This design comes from an exercise in tuning for small area and a short achievable clock period on the open sky130 flow, not from production work.
The RTL was checked by simulation tests, not by an equivalence proof against the original design.
Power is estimated from default activity; no workload was simulated.

## fpmul_top
module fpmul_top (
	input  logic                  clk,
	input  logic                  rst,
	input  logic                  in_valid,
	input  logic [31:0]           a,
	input  logic [31:0]           b,
	output logic                  out_valid,
	output fpmul_pkg::fpmul_out_t out
);
Size in the first run: ~2500 cells after synthesis, ~100 I/O pins, roughly 28000 um2 of cells after synthesis.
==> module fpmul_normalize, before the edit <==
module fpmul_normalize (
	input  logic [25:0] sn,
	input  logic [25:0] cn,
	input  logic        cin,        
	input  logic        lo_nz,      
	output logic        top,        
	output logic [22:0] man,        
	output logic        guard,
	output logic        sticky
);
	logic [25:0] hi;   
	assign hi     = ~sn + ~cn + 26'(cin);
	assign top    = hi[25];
	assign man    = top ? hi[24:2] : hi[23:1];
	assign guard  = top ? hi[1] : hi[0];
	assign sticky = top ? (hi[0] | lo_nz) : lo_nz;
endmodule
==> module fpmul_round, before the edit <==
module fpmul_round (
	input  logic              sign,
	input  logic signed [9:0] exp,        
	input  logic              nan,
	input  logic              inf,
	input  logic              zero,
	input  logic              top,        
	input  logic [22:0]       man,
	input  logic              guard,
	input  logic              sticky,
	output fpmul_pkg::fpmul_out_t res
);
	logic              round_up;
	logic              carry;     
	logic [22:0]       man_rnd;
	logic signed [9:0] e1, e2;
	logic [7:0]        exp_out;
	logic              ovf, unf;
	assign round_up = guard & (sticky | man[0]);
	assign carry    = round_up & (&man);
	assign man_rnd  = man + 23'(round_up);
	assign e1      = exp + 10'sd1;
	assign e2      = exp + 10'sd2;
	always_comb begin
		case ({top, carry})
			2'b00:   begin exp_out = exp[7:0]; ovf = (exp >= 10'sd255); unf = (exp <= 10'sd0); end
			2'b11:   begin exp_out = e2[7:0];  ovf = (e2 >= 10'sd255);  unf = (e2 <= 10'sd0);  end
			default: begin exp_out = e1[7:0];  ovf = (e1 >= 10'sd255);  unf = (e1 <= 10'sd0);  end
		endcase
	end
	always_comb begin
		res.flags = '0;
		if (nan) begin
			res.result        = fpmul_pkg::qnan;
			res.flags.invalid = 1'b1;
		end else if (inf) begin
			res.result = {sign, 8'hff, 23'b0};
		end else if (zero) begin
			res.result = {sign, 31'b0};
		end else if (ovf) begin
			res.result         = {sign, 8'hff, 23'b0};
			res.flags.overflow = 1'b1;
			res.flags.inexact  = 1'b1;
		end else if (unf) begin
			res.result          = {sign, 31'b0};
			res.flags.underflow = 1'b1;
			res.flags.inexact   = 1'b1;
		end else begin
			res.result        = {sign, exp_out, man_rnd[22:0]};
			res.flags.inexact = guard | sticky;
		end
	end
endmodule
==> module fpmul_top, before the edit <==
module fpmul_top (
	input  logic                  clk,
	input  logic                  rst,
	input  logic                  in_valid,
	input  logic [31:0]           a,
	input  logic [31:0]           b,
	output logic                  out_valid,
	output fpmul_pkg::fpmul_out_t out
);
	localparam int MID_W = 152;   
	logic [4:0] valid;   
	fpmul_pkg::info_t  p_info, r2_info, r3_info, r4_info;
	logic [31:0]       r1_a, r1_b;
	logic [MID_W-1:0]  t_mid, r2_mid;
	logic [47:0]       t_sn, t_cn;       
	logic              l_cout, l_nz;
	logic [25:0]       r3_sn, r3_cn;
	logic              r3_cin, r3_lo_nz;
	logic              n_top, n_guard, n_sticky;
	logic [22:0]       n_man;
	logic              r4_top, r4_guard, r4_sticky;
	logic [22:0]       r4_man;
	fpmul_pkg::fpmul_out_t rnd, r5_out;
	fpmul_prep i_prep (
		.a    (r1_a),
		.b    (r1_b),
		.sign (p_info.sign),
		.exp  (p_info.exp),
		.nan  (p_info.nan),
		.inf  (p_info.inf),
		.zero (p_info.zero)
	);
	fpmul_tree_0 i_tree_0 (
		.x  ({1'b1, r1_a[22:0]}),   
		.y  ({1'b1, r1_b[22:0]}),
		.mo (t_mid)
	);
	fpmul_tree_1 i_tree_1 (
		.mi (r2_mid),
		.sn (t_sn),
		.cn (t_cn)
	);
	fpmul_cpa_lo i_cpa_lo (
		.sn    (t_sn[21:0]),
		.cn    (t_cn[21:0]),
		.cout  (l_cout),
		.lo_nz (l_nz)
	);
	fpmul_normalize i_normalize (
		.sn       (r3_sn),
		.cn       (r3_cn),
		.cin      (r3_cin),
		.lo_nz    (r3_lo_nz),
		.top      (n_top),
		.man      (n_man),
		.guard    (n_guard),
		.sticky   (n_sticky)
	);
	fpmul_round i_round (
		.sign     (r4_info.sign),
		.exp      (r4_info.exp),
		.nan      (r4_info.nan),
		.inf      (r4_info.inf),
		.zero     (r4_info.zero),
		.top      (r4_top),
		.man      (r4_man),
		.guard    (r4_guard),
		.sticky   (r4_sticky),
		.res      (rnd)
	);
	always_ff @(posedge clk) begin
		if (rst) valid <= '0;
		else     valid <= {valid[3:0], in_valid};
	end
	always_ff @(posedge clk) begin
		r1_a        <= a;
		r1_b        <= b;
		r2_mid      <= t_mid;
		r2_info     <= p_info;
		r3_sn       <= t_sn[47:22];
		r3_cn       <= t_cn[47:22];
		r3_cin      <= l_cout;
		r3_lo_nz    <= l_nz;
		r3_info     <= r2_info;
		r4_top      <= n_top;
		r4_man      <= n_man;
		r4_guard    <= n_guard;
		r4_sticky   <= n_sticky;
		r4_info     <= r3_info;
		r5_out      <= rnd;
	end
	assign out_valid = valid[4];
	assign out       = r5_out;
endmodule
export LEC_CHECK = 0
export CAP_MARGIN = 20
export CORE_MARGIN = 2
export CORE_UTILIZATION = 40
export SETUP_SLACK_MARGIN = 4.5
export SLEW_MARGIN = 20
export SYNTH_HIERARCHICAL = 1
export SYNTH_MINIMUM_KEEP_SIZE = 0
create_clock -name core_clock -period 7.5 [get_ports {clk}]
run.sh (not shown) runs the stock make flow with config.mk's settings and CLKGATE_MAP_FILE= SYNTH_SCRIPT=/design/flow/synth_recipe.tcl, a recipe that flattens the netlist after the stock synthesis.
Change:
--- a/flow/design.v
+++ b/flow/design.v
@@ -3064,15 +3064,21 @@
 	input  logic        lo_nz,      
 	output logic        top,        
 	output logic [22:0] man,        
-	output logic        guard,
-	output logic        sticky
+	output logic        round_up,
+	output logic        carry,      
+	output logic        inexact
 );
 	logic [25:0] hi;   
+	logic        lsb, guard, sticky;
 	assign hi     = ~sn + ~cn + 26'(cin);
 	assign top    = hi[25];
 	assign man    = top ? hi[24:2] : hi[23:1];
+	assign lsb    = top ? hi[2] : hi[1];
 	assign guard  = top ? hi[1] : hi[0];
 	assign sticky = top ? (hi[0] | lo_nz) : lo_nz;
+	assign round_up = guard & (sticky | lsb);
+	assign carry    = round_up & (&man);
+	assign inexact  = guard | sticky;
 endmodule
 `timescale 1ns/10ps
 module fpmul_round (
@@ -3083,19 +3089,16 @@
 	input  logic              zero,
 	input  logic              top,        
 	input  logic [22:0]       man,
-	input  logic              guard,
-	input  logic              sticky,
+	input  logic              round_up,
+	input  logic              carry,      
+	input  logic              inexact,
 	output fpmul_pkg::fpmul_out_t res
 );
-	logic              round_up;
-	logic              carry;     
 	logic [22:0]       man_rnd;
 	logic signed [9:0] e1, e2;
 	logic [7:0]        exp_out;
 	logic              ovf, unf;
-	assign round_up = guard & (sticky | man[0]);
-	assign carry    = round_up & (&man);
-	assign man_rnd  = man + 23'(round_up);
+	assign man_rnd = man + 23'(round_up);
 	assign e1      = exp + 10'sd1;
 	assign e2      = exp + 10'sd2;
 	always_comb begin
@@ -3124,7 +3127,7 @@
 			res.flags.inexact   = 1'b1;
 		end else begin
 			res.result        = {sign, exp_out, man_rnd[22:0]};
-			res.flags.inexact = guard | sticky;
+			res.flags.inexact = inexact;
 		end
 	end
 endmodule
@@ -3147,9 +3150,9 @@
 	logic              l_cout, l_nz;
 	logic [25:0]       r3_sn, r3_cn;
 	logic              r3_cin, r3_lo_nz;
-	logic              n_top, n_guard, n_sticky;
+	logic              n_top, n_round_up, n_carry, n_inexact;
 	logic [22:0]       n_man;
-	logic              r4_top, r4_guard, r4_sticky;
+	logic              r4_top, r4_round_up, r4_carry, r4_inexact;
 	logic [22:0]       r4_man;
 	fpmul_pkg::fpmul_out_t rnd, r5_out;
 	fpmul_prep i_prep (
@@ -3184,8 +3187,9 @@
 		.lo_nz    (r3_lo_nz),
 		.top      (n_top),
 		.man      (n_man),
-		.guard    (n_guard),
-		.sticky   (n_sticky)
+		.round_up (n_round_up),
+		.carry    (n_carry),
+		.inexact  (n_inexact)
 	);
 	fpmul_round i_round (
 		.sign     (r4_info.sign),
@@ -3195,8 +3199,9 @@
 		.zero     (r4_info.zero),
 		.top      (r4_top),
 		.man      (r4_man),
-		.guard    (r4_guard),
-		.sticky   (r4_sticky),
+		.round_up (r4_round_up),
+		.carry    (r4_carry),
+		.inexact  (r4_inexact),
 		.res      (rnd)
 	);
 	always_ff @(posedge clk) begin
@@ -3215,8 +3220,9 @@
 		r3_info     <= r2_info;
 		r4_top      <= n_top;
 		r4_man      <= n_man;
-		r4_guard    <= n_guard;
-		r4_sticky   <= n_sticky;
+		r4_round_up <= n_round_up;
+		r4_carry    <= n_carry;
+		r4_inexact  <= n_inexact;
 		r4_info     <= r3_info;
 		r5_out      <= rnd;
 	end
Outcome:
- clock-buffer cell count fell by 8
- design area went down by about 0.9%
- fmax fell by about 5.4%
- worst setup slack loses 0.17 ns
- routed wire length went down by 2.5%
- combinational power grows by 6.6%
- area after synthesis came out higher by 0.95%
- cell count climbs by 0.85%
- utilization falls by 1.1 points
- non-clock buffer count drops by 36
- die area is higher by about 0.9%
- via count barely changes

* * *

fpmul_top again, from the RTL that the note above started with.
clock: 7.5 ns
lec_check: 0
cap_margin: 20
core_margin: 2
core_utilization: 40
setup_slack_margin: 4.5
slew_margin: 20
synth_hierarchical: 1
synth_minimum_keep_size: 0
standard.sh (not shown) runs the stock make flow with config.mk's settings and CLKGATE_MAP_FILE= SYNTH_SCRIPT=/design/flow/synth_recipe.tcl, a recipe that flattens the netlist after the stock synthesis.
==> flow/flow/run.sh <==
#!/bin/bash
# The standard layout, with smaller port buffers: every input and output
# port still gets a buffer (buf_2 instead of the flow's default choice).
set -e
export BUFFER_PORTS_ARGS="-buffer_cell sky130_fd_sc_hd__buf_2"
cp standard.sh standard.sh.log
bash standard.sh > standard.log 2>&1
==> next run, changes <==
--- a/flow/design.v
+++ b/flow/design.v
@@ -3140,8 +3140,8 @@
 );
 	localparam int MID_W = 152;   
 	logic [4:0] valid;   
-	fpmul_pkg::info_t  p_info, r2_info, r3_info, r4_info;
-	logic [31:0]       r1_a, r1_b;
+	fpmul_pkg::info_t  p_info, r1_info, r2_info, r3_info, r4_info;
+	logic [22:0]       r1_fa, r1_fb;
 	logic [MID_W-1:0]  t_mid, r2_mid;
 	logic [47:0]       t_sn, t_cn;       
 	logic              l_cout, l_nz;
@@ -3153,8 +3153,8 @@
 	logic [22:0]       r4_man;
 	fpmul_pkg::fpmul_out_t rnd, r5_out;
 	fpmul_prep i_prep (
-		.a    (r1_a),
-		.b    (r1_b),
+		.a    (a),
+		.b    (b),
 		.sign (p_info.sign),
 		.exp  (p_info.exp),
 		.nan  (p_info.nan),
@@ -3162,8 +3162,8 @@
 		.zero (p_info.zero)
 	);
 	fpmul_tree_0 i_tree_0 (
-		.x  ({1'b1, r1_a[22:0]}),   
-		.y  ({1'b1, r1_b[22:0]}),
+		.x  ({1'b1, r1_fa}),   
+		.y  ({1'b1, r1_fb}),
 		.mo (t_mid)
 	);
 	fpmul_tree_1 i_tree_1 (
@@ -3204,10 +3204,11 @@
 		else     valid <= {valid[3:0], in_valid};
 	end
 	always_ff @(posedge clk) begin
-		r1_a        <= a;
-		r1_b        <= b;
+		r1_fa       <= a[22:0];
+		r1_fb       <= b[22:0];
+		r1_info     <= p_info;
 		r2_mid      <= t_mid;
-		r2_info     <= p_info;
+		r2_info     <= r1_info;
 		r3_sn       <= t_sn[47:22];
 		r3_cn       <= t_cn[47:22];
 		r3_cin      <= l_cout;
Effect: Clock power shrinks by about 4%; non-clock buffer count falls by 12; combinational power goes down by 5.5%; cell area goes down by 1.3%; hold slack got worse by 0.0047 ns.

* * *

fpmul_top with an RTL version that a note above also has.
For scale: ~380 flip-flops, ~0.028 mm2 of cells after synthesis.
==> module fpmul_normalize, before the edit <==
module fpmul_normalize (
	input  logic [25:0] sn,
	input  logic [25:0] cn,
	input  logic        cin,        
	input  logic        lo_nz,      
	output logic        top,        
	output logic [22:0] man,        
	output logic        round_up,
	output logic        carry,      
	output logic        inexact
);
	logic [25:0] hi;   
	logic        lsb, guard, sticky;
	assign hi     = ~sn + ~cn + 26'(cin);
	assign top    = hi[25];
	assign man    = top ? hi[24:2] : hi[23:1];
	assign lsb    = top ? hi[2] : hi[1];
	assign guard  = top ? hi[1] : hi[0];
	assign sticky = top ? (hi[0] | lo_nz) : lo_nz;
	assign round_up = guard & (sticky | lsb);
	assign carry    = round_up & (&man);
	assign inexact  = guard | sticky;
endmodule
==> module fpmul_round, before the edit <==
module fpmul_round (
	input  logic              sign,
	input  logic signed [9:0] exp,        
	input  logic              nan,
	input  logic              inf,
	input  logic              zero,
	input  logic              top,        
	input  logic [22:0]       man,
	input  logic              round_up,
	input  logic              carry,      
	input  logic              inexact,
	output fpmul_pkg::fpmul_out_t res
);
	logic [22:0]       man_rnd;
	logic signed [9:0] e1, e2;
	logic [7:0]        exp_out;
	logic              ovf, unf;
	assign man_rnd = man + 23'(round_up);
	assign e1      = exp + 10'sd1;
	assign e2      = exp + 10'sd2;
	always_comb begin
		case ({top, carry})
			2'b00:   begin exp_out = exp[7:0]; ovf = (exp >= 10'sd255); unf = (exp <= 10'sd0); end
			2'b11:   begin exp_out = e2[7:0];  ovf = (e2 >= 10'sd255);  unf = (e2 <= 10'sd0);  end
			default: begin exp_out = e1[7:0];  ovf = (e1 >= 10'sd255);  unf = (e1 <= 10'sd0);  end
		endcase
	end
	always_comb begin
		res.flags = '0;
		if (nan) begin
			res.result        = fpmul_pkg::qnan;
			res.flags.invalid = 1'b1;
		end else if (inf) begin
			res.result = {sign, 8'hff, 23'b0};
		end else if (zero) begin
			res.result = {sign, 31'b0};
		end else if (ovf) begin
			res.result         = {sign, 8'hff, 23'b0};
			res.flags.overflow = 1'b1;
			res.flags.inexact  = 1'b1;
		end else if (unf) begin
			res.result          = {sign, 31'b0};
			res.flags.underflow = 1'b1;
			res.flags.inexact   = 1'b1;
		end else begin
			res.result        = {sign, exp_out, man_rnd[22:0]};
			res.flags.inexact = inexact;
		end
	end
endmodule
==> module fpmul_top, before the edit <==
module fpmul_top (
	input  logic                  clk,
	input  logic                  rst,
	input  logic                  in_valid,
	input  logic [31:0]           a,
	input  logic [31:0]           b,
	output logic                  out_valid,
	output fpmul_pkg::fpmul_out_t out
);
	localparam int MID_W = 152;   
	logic [4:0] valid;   
	fpmul_pkg::info_t  p_info, r2_info, r3_info, r4_info;
	logic [31:0]       r1_a, r1_b;
	logic [MID_W-1:0]  t_mid, r2_mid;
	logic [47:0]       t_sn, t_cn;       
	logic              l_cout, l_nz;
	logic [25:0]       r3_sn, r3_cn;
	logic              r3_cin, r3_lo_nz;
	logic              n_top, n_round_up, n_carry, n_inexact;
	logic [22:0]       n_man;
	logic              r4_top, r4_round_up, r4_carry, r4_inexact;
	logic [22:0]       r4_man;
	fpmul_pkg::fpmul_out_t rnd, r5_out;
	fpmul_prep i_prep (
		.a    (r1_a),
		.b    (r1_b),
		.sign (p_info.sign),
		.exp  (p_info.exp),
		.nan  (p_info.nan),
		.inf  (p_info.inf),
		.zero (p_info.zero)
	);
	fpmul_tree_0 i_tree_0 (
		.x  ({1'b1, r1_a[22:0]}),   
		.y  ({1'b1, r1_b[22:0]}),
		.mo (t_mid)
	);
	fpmul_tree_1 i_tree_1 (
		.mi (r2_mid),
		.sn (t_sn),
		.cn (t_cn)
	);
	fpmul_cpa_lo i_cpa_lo (
		.sn    (t_sn[21:0]),
		.cn    (t_cn[21:0]),
		.cout  (l_cout),
		.lo_nz (l_nz)
	);
	fpmul_normalize i_normalize (
		.sn       (r3_sn),
		.cn       (r3_cn),
		.cin      (r3_cin),
		.lo_nz    (r3_lo_nz),
		.top      (n_top),
		.man      (n_man),
		.round_up (n_round_up),
		.carry    (n_carry),
		.inexact  (n_inexact)
	);
	fpmul_round i_round (
		.sign     (r4_info.sign),
		.exp      (r4_info.exp),
		.nan      (r4_info.nan),
		.inf      (r4_info.inf),
		.zero     (r4_info.zero),
		.top      (r4_top),
		.man      (r4_man),
		.round_up (r4_round_up),
		.carry    (r4_carry),
		.inexact  (r4_inexact),
		.res      (rnd)
	);
	always_ff @(posedge clk) begin
		if (rst) valid <= '0;
		else     valid <= {valid[3:0], in_valid};
	end
	always_ff @(posedge clk) begin
		r1_a        <= a;
		r1_b        <= b;
		r2_mid      <= t_mid;
		r2_info     <= p_info;
		r3_sn       <= t_sn[47:22];
		r3_cn       <= t_cn[47:22];
		r3_cin      <= l_cout;
		r3_lo_nz    <= l_nz;
		r3_info     <= r2_info;
		r4_top      <= n_top;
		r4_man      <= n_man;
		r4_round_up <= n_round_up;
		r4_carry    <= n_carry;
		r4_inexact  <= n_inexact;
		r4_info     <= r3_info;
		r5_out      <= rnd;
	end
	assign out_valid = valid[4];
	assign out       = r5_out;
endmodule
Settings: LEC_CHECK=0, CAP_MARGIN=20, CORE_MARGIN=2, CORE_UTILIZATION=40, SETUP_SLACK_MARGIN=4.3, SLEW_MARGIN=20, SYNTH_HIERARCHICAL=1, SYNTH_MINIMUM_KEEP_SIZE=0; clock period 7.5 ns.
run.sh (not shown) runs the stock make flow with config.mk's settings and CLKGATE_MAP_FILE= SYNTH_SCRIPT=/design/flow/synth_recipe.tcl, a recipe that flattens the netlist after the stock synthesis.
Stock flow here: none of the scripts above is used.
The first run completed without violations.
Change:
--- a/flow/design.v
+++ b/flow/design.v
@@ -3061,47 +3061,44 @@
 	input  logic [25:0] sn,
 	input  logic [25:0] cn,
 	input  logic        cin,        
 	input  logic        lo_nz,      
 	output logic        top,        
 	output logic [22:0] man,        
-	output logic        round_up,
-	output logic        carry,      
-	output logic        inexact
+	output logic        guard,
+	output logic        sticky
 );
 	logic [25:0] hi;   
-	logic        lsb, guard, sticky;
 	assign hi     = ~sn + ~cn + 26'(cin);
 	assign top    = hi[25];
 	assign man    = top ? hi[24:2] : hi[23:1];
-	assign lsb    = top ? hi[2] : hi[1];
 	assign guard  = top ? hi[1] : hi[0];
 	assign sticky = top ? (hi[0] | lo_nz) : lo_nz;
-	assign round_up = guard & (sticky | lsb);
-	assign carry    = round_up & (&man);
-	assign inexact  = guard | sticky;
 endmodule
 `timescale 1ns/10ps
 module fpmul_round (
 	input  logic              sign,
 	input  logic signed [9:0] exp,        
 	input  logic              nan,
 	input  logic              inf,
 	input  logic              zero,
 	input  logic              top,        
 	input  logic [22:0]       man,
-	input  logic              round_up,
-	input  logic              carry,      
-	input  logic              inexact,
+	input  logic              guard,
+	input  logic              sticky,
 	output fpmul_pkg::fpmul_out_t res
 );
+	logic              round_up;
+	logic              carry;     
 	logic [22:0]       man_rnd;
 	logic signed [9:0] e1, e2;
 	logic [7:0]        exp_out;
 	logic              ovf, unf;
-	assign man_rnd = man + 23'(round_up);
+	assign round_up = guard & (sticky | man[0]);
+	assign carry    = round_up & (&man);
+	assign man_rnd  = man + 23'(round_up);
 	assign e1      = exp + 10'sd1;
 	assign e2      = exp + 10'sd2;
 	always_comb begin
 		case ({top, carry})
 			2'b00:   begin exp_out = exp[7:0]; ovf = (exp >= 10'sd255); unf = (exp <= 10'sd0); end
 			2'b11:   begin exp_out = e2[7:0];  ovf = (e2 >= 10'sd255);  unf = (e2 <= 10'sd0);  end
@@ -3124,13 +3121,13 @@
 		end else if (unf) begin
 			res.result          = {sign, 31'b0};
 			res.flags.underflow = 1'b1;
 			res.flags.inexact   = 1'b1;
 		end else begin
 			res.result        = {sign, exp_out, man_rnd[22:0]};
-			res.flags.inexact = inexact;
+			res.flags.inexact = guard | sticky;
 		end
 	end
 endmodule
 `timescale 1ns/10ps
 module fpmul_top (
 	input  logic                  clk,
@@ -3147,15 +3144,15 @@
 	logic [31:0]       r1_a, r1_b;
 	logic [MID_W-1:0]  t_mid, r2_mid;
 	logic [47:0]       t_sn, t_cn;       
 	logic              l_cout, l_nz;
 	logic [25:0]       r3_sn, r3_cn;
 	logic              r3_cin, r3_lo_nz;
-	logic              n_top, n_round_up, n_carry, n_inexact;
+	logic              n_top, n_guard, n_sticky;
 	logic [22:0]       n_man;
-	logic              r4_top, r4_round_up, r4_carry, r4_inexact;
+	logic              r4_top, r4_guard, r4_sticky;
 	logic [22:0]       r4_man;
 	fpmul_pkg::fpmul_out_t rnd, r5_out;
 	fpmul_prep i_prep (
 		.a    (r1_a),
 		.b    (r1_b),
 		.sign (p_info.sign),
@@ -3184,27 +3181,25 @@
 		.sn       (r3_sn),
 		.cn       (r3_cn),
 		.cin      (r3_cin),
 		.lo_nz    (r3_lo_nz),
 		.top      (n_top),
 		.man      (n_man),
-		.round_up (n_round_up),
-		.carry    (n_carry),
-		.inexact  (n_inexact)
+		.guard    (n_guard),
+		.sticky   (n_sticky)
 	);
 	fpmul_round i_round (
 		.sign     (r4_info.sign),
 		.exp      (r4_info.exp),
 		.nan      (r4_info.nan),
 		.inf      (r4_info.inf),
 		.zero     (r4_info.zero),
 		.top      (r4_top),
 		.man      (r4_man),
-		.round_up (r4_round_up),
-		.carry    (r4_carry),
-		.inexact  (r4_inexact),
+		.guard    (r4_guard),
+		.sticky   (r4_sticky),
 		.res      (rnd)
 	);
 	always_ff @(posedge clk) begin
 		if (rst) valid <= '0;
 		else     valid <= {valid[3:0], in_valid};
 	end
@@ -3217,15 +3212,14 @@
 		r3_cn       <= t_cn[47:22];
 		r3_cin      <= l_cout;
 		r3_lo_nz    <= l_nz;
 		r3_info     <= r2_info;
 		r4_top      <= n_top;
 		r4_man      <= n_man;
-		r4_round_up <= n_round_up;
-		r4_carry    <= n_carry;
-		r4_inexact  <= n_inexact;
+		r4_guard    <= n_guard;
+		r4_sticky   <= n_sticky;
 		r4_info     <= r3_info;
 		r5_out      <= rnd;
 	end
 	assign out_valid = valid[4];
 	assign out       = r5_out;
 endmodule
What happened: Sequential cell count came out lower by 1; utilization came out higher by 0.24 points; routed wire length came out higher by 2.5%; worst setup slack is better by 0.059 ns; count of clock-buffer cells in the layout came out higher by 11; sequential power barely changes; global-route usage came out higher by 0.61 points; total power came out lower by about 8%; worst hold slack is worse by 0.019 ns; maximum frequency came out higher by 1.9%; cell area came out lower by about 1%; sequential share of layout area came out higher by 0.21 points; synthesized cell count came out lower by about 2.5%; area after synthesis came out lower by 0.94%.

[static timing again, ports no longer ideal]
The flow's constraints put no driver on any port. The routed layouts listed below were extracted and timed again, unchanged, in two steps.
Step 1 (the two cells are an assumption about what drives the block):
set clk [get_ports {clk}]
set_driving_cell -lib_cell sky130_fd_sc_hd__clkbuf_16 $clk
set_driving_cell -lib_cell sky130_fd_sc_hd__buf_2 [delete_from_list [all_inputs] $clk]
Step 2 moves the port delays by t, midway between the first and last clock arrival at a register: inputs arrive t later, outputs are due t later. That takes back most of the time a late clock gives input paths.
a / b / c = ideal / step 1 / step 2; a / b = the first two.
run | t (ns) | slack for setup (ns) | hold WS [ns]
the first run of note 1 | 0.637 | 4.475 / 4.475 / 4.475 | 0.325 / 0.325 / 0.325
the second run of note 1 | 0.641 | 4.300 / 4.300 / 4.300 | 0.323 / 0.323 / 0.323
the first run of note 2 | 0.634 | 4.484 / 4.484 / 4.484 | 0.323 / 0.323 / 0.323
the second run of note 2 | 0.618 | 4.386 / 4.386 / 4.154 | 0.319 / 0.319 / 0.319
the first run of note 3 | 0.639 | 4.310 / 4.310 / 4.310 | 0.324 / 0.324 / 0.324
the second run of note 3 | 0.636 | 4.368 / 4.368 / 4.368 | 0.305 / 0.305 / 0.305
After both steps every run listed still meets setup and hold. The setup slack of the second run of note 2, which loses most, moves by 0.000 ns with the drivers and by -0.232 ns with both steps.
